Background: an optimization exercise with open tools, aiming at small area, a short achievable clock period and few clock cycles per item. Do not read the settings as production practice.
Where RTL was checked, it was by simulation tests only, not by an equivalence proof against the original.

Design float_mul_pipe, start of the top module:
module float_mul_pipe #(
  parameter int E_BIT = 8,
  parameter int F_BIT = 23,
  parameter int TAG_W = 4
) (
  input  logic                 clk,
  input  logic                 rst,
  input  logic                 in_valid,
  output logic                 in_ready,
  input  logic [E_BIT+F_BIT:0] in_a,
  input  logic [E_BIT+F_BIT:0] in_b,
  input  logic [TAG_W-1:0]     in_tag,
  output logic                 out_valid,
  input  logic                 out_ready,
  output logic [E_BIT+F_BIT:0] out_p,
  output logic [TAG_W-1:0]     out_tag,
  output logic [3:0]           out_flags
);
  localparam logic [1:0] C_NUM = 2'd0, C_ZERO = 2'd1, C_INF = 2'd2, C_NAN = 2'd3;
  logic r_v0, r_v1, r_ov;
  logic w_adv;
  assign w_adv     = out_ready | ~r_ov;
  assign in_ready  = w_adv;
  assign out_valid = r_ov;
  logic [7:0]  w_ea, w_eb;
  logic [22:0] w_fa, w_fb;
  logic        w_za, w_zb, w_ia, w_ib, w_na, w_nb;
  logic [1:0]  w_cls0;
  logic [23:0] w_mb;
  logic [11:0] w_neg, w_one, w_two;
  assign w_ea = in_a[30:23];
  assign w_eb = in_b[30:23];
  assign w_fa = in_a[22:0];
  assign w_fb = in_b[22:0];
  assign w_za = (w_ea == 8'd0);
  assign w_zb = (w_eb == 8'd0);
  assign w_ia = (w_ea == 8'hFF) && (w_fa == 23'd0);
  assign w_ib = (w_eb == 8'hFF) && (w_fb == 23'd0);
  assign w_na = (w_ea == 8'hFF) && (w_fa != 23'd0);
  assign w_nb = (w_eb == 8'hFF) && (w_fb != 23'd0);
  always_comb begin
    if (w_na | w_nb | (w_ia & w_zb) | (w_za & w_ib)) w_cls0 = C_NAN;
    else if (w_ia | w_ib)                            w_cls0 = C_INF;
    else if (w_za | w_zb)                            w_cls0 = C_ZERO;
    else                                             w_cls0 = C_NUM;
  end
  assign w_mb = {1'b1, w_fb};
  always_comb begin
    for (int i = 0; i < 12; i++) begin
      logic bh, bm, bl;
      bh = w_mb[2*i+1];
      bm = w_mb[2*i];
      bl = (i == 0) ? 1'b0 : w_mb[2*i-1];
      w_one[i] = bm ^ bl;
      w_two[i] = (bh & ~bm & ~bl) | (~bh & bm & bl);
      w_neg[i] = bh & ~(bm & bl);
    end
  end
  function automatic logic [4:0] tz23(input logic [22:0] f);
    tz23 = 5'd23;
  ...
Size: ~2200 cells after synthesis, about 220 flip-flops, ~110 I/O pins, roughly 24000 um2 of cells after synthesis.
clock: 8.0 ns
lec_check: 0
cap_margin: 20
core_margin: 2
core_utilization: 70
cts_buf_list: sky130_fd_sc_hd__clkbuf_2 sky130_fd_sc_hd__clkbuf_4
cts_cluster_size: 25
setup_slack_margin: 4.0
slew_margin: 20
synth_hierarchical: 1
synth_minimum_keep_size: 0
standard.sh (not shown) runs the stock make flow with config.mk's settings and CLKGATE_MAP_FILE= SYNTH_SCRIPT=/design/flow/synth_recipe.tcl, a recipe that flattens the netlist after the stock synthesis.
==> flow/flow/run.sh <==
#!/bin/bash
# The standard layout, with plain buf_1 cells (instead of the delay cells that
# buffer_ports picks by default) as the buffers on the input and output ports.
set -euo pipefail
bash standard.sh "BUFFER_PORTS_ARGS=-buffer_cell sky130_fd_sc_hd__buf_1" finish > flow_make.log 2>&1
The starting point finished clean.
Edit:
Settings changed: CTS_BUF_LIST sky130_fd_sc_hd__clkbuf_2 sky130_fd_sc_hd__clkbuf_4 to sky130_fd_sc_hd__clkbuf_4 sky130_fd_sc_hd__clkbuf_8, CTS_CLUSTER_SIZE 25 to unset, SETUP_SLACK_MARGIN 4.0 to 3.6.
After rerunning: Routed wire length went down by a few percent; final cell count falls by a few percent; clock skew decreases by 0.021 ns.
Function was not checked in any run of this note: the RTL went through the layout flow alone.

* * *

float_mul_pipe, a different RTL version from the one above (not shown whole).
Size in the first run: roughly 2,100 cells after synthesis, ~220 flip-flops, roughly 110 I/O pins, roughly 23,000 µm² of cells after synthesis.
export LEC_CHECK = 0
export CAP_MARGIN = 20
export CORE_MARGIN = 2
export CORE_UTILIZATION = 70
export CTS_BUF_LIST = sky130_fd_sc_hd__clkbuf_4 sky130_fd_sc_hd__clkbuf_8
export SETUP_SLACK_MARGIN = 4.3
export SLEW_MARGIN = 20
export SYNTH_HIERARCHICAL = 1
export SYNTH_MINIMUM_KEEP_SIZE = 0
create_clock -name core_clock -period 8.0 [get_ports {clk}]
Scripts as last shown in full above: flow/flow/run.sh
Testbench counts at the start, summed over its fixed seeds: cycles 160,024, items 160,000.
Edit:
CORE_UTILIZATION = 76   (was 70)
SETUP_SLACK_MARGIN = 4.15   (was 4.3)
Effect:
- setup slack loses 0.093 ns
- synthesized area is unchanged
- design area is lower by 3.2%
- clock-buffer cell count falls by 3
Edit:
CORE_UTILIZATION = 70   (was 76)
SETUP_SLACK_MARGIN = 4.0   (was 4.15)
After rerunning:
- synthesized area stays the same
- maximum frequency goes down by a few percent
- wire length goes down by a few percent
- cell area goes down slightly
- via count goes down by a few percent
- register-to-register slack is worse by 0.13 ns
- worst hold slack barely changes
- global-route usage goes down by 3.5 points
- sequential cell count does not change
Edit:
SETUP_SLACK_MARGIN = 4.15   (was 4.0)
Outcome:
- The changed run passed the timing, design-rule and antenna checks
- routed wire length drops by 1.8%
- final area hardly moves
- first-iteration DRC count drops by 9.2%
- synthesized cell count is unchanged
- area after synthesis stays the same
- worst hold slack hardly moves
- worst setup slack gets better by 0.10 ns
- final cell count is about the same

-- separate check: timing with driven ports --
The results above use ideal ports. As a check the final layouts listed here were re-extracted and re-timed, cells and wires unchanged. Step 1: set_driving_cell puts a clkbuf_16 on clk and a buf_2 on each other input, an assumption about the parent block. Step 2 moves the port delays by t, midway between the first and last clock arrival at a register: inputs arrive t later, outputs are due t later. That takes back most of the time a late clock gives input paths. Slacks: ideal / step 1 / step 2; pairs: ideal / step 1.
run	t (ns)	setup slack, ns	pins driven straight from the clock port
the first run of note 1	0.855	3.994 / 3.994 / 3.994	1
the second run of note 1	0.637	3.642 / 3.642 / 3.642	1
the first run of note 2	0.650	4.244 / 4.244 / 4.038	1
the second run of note 2	0.612	4.151 / 4.151 / 3.943	1
the third run of note 2	0.661	4.019 / 4.019 / 3.671	1
the fourth run of note 2	0.629	4.120 / 4.120 / 3.993	1
After both steps every run listed still meets setup and hold. For the third run of note 2, which loses most, drivers alone change the setup slack by 0.000 ns; drivers and shift together by -0.348 ns.
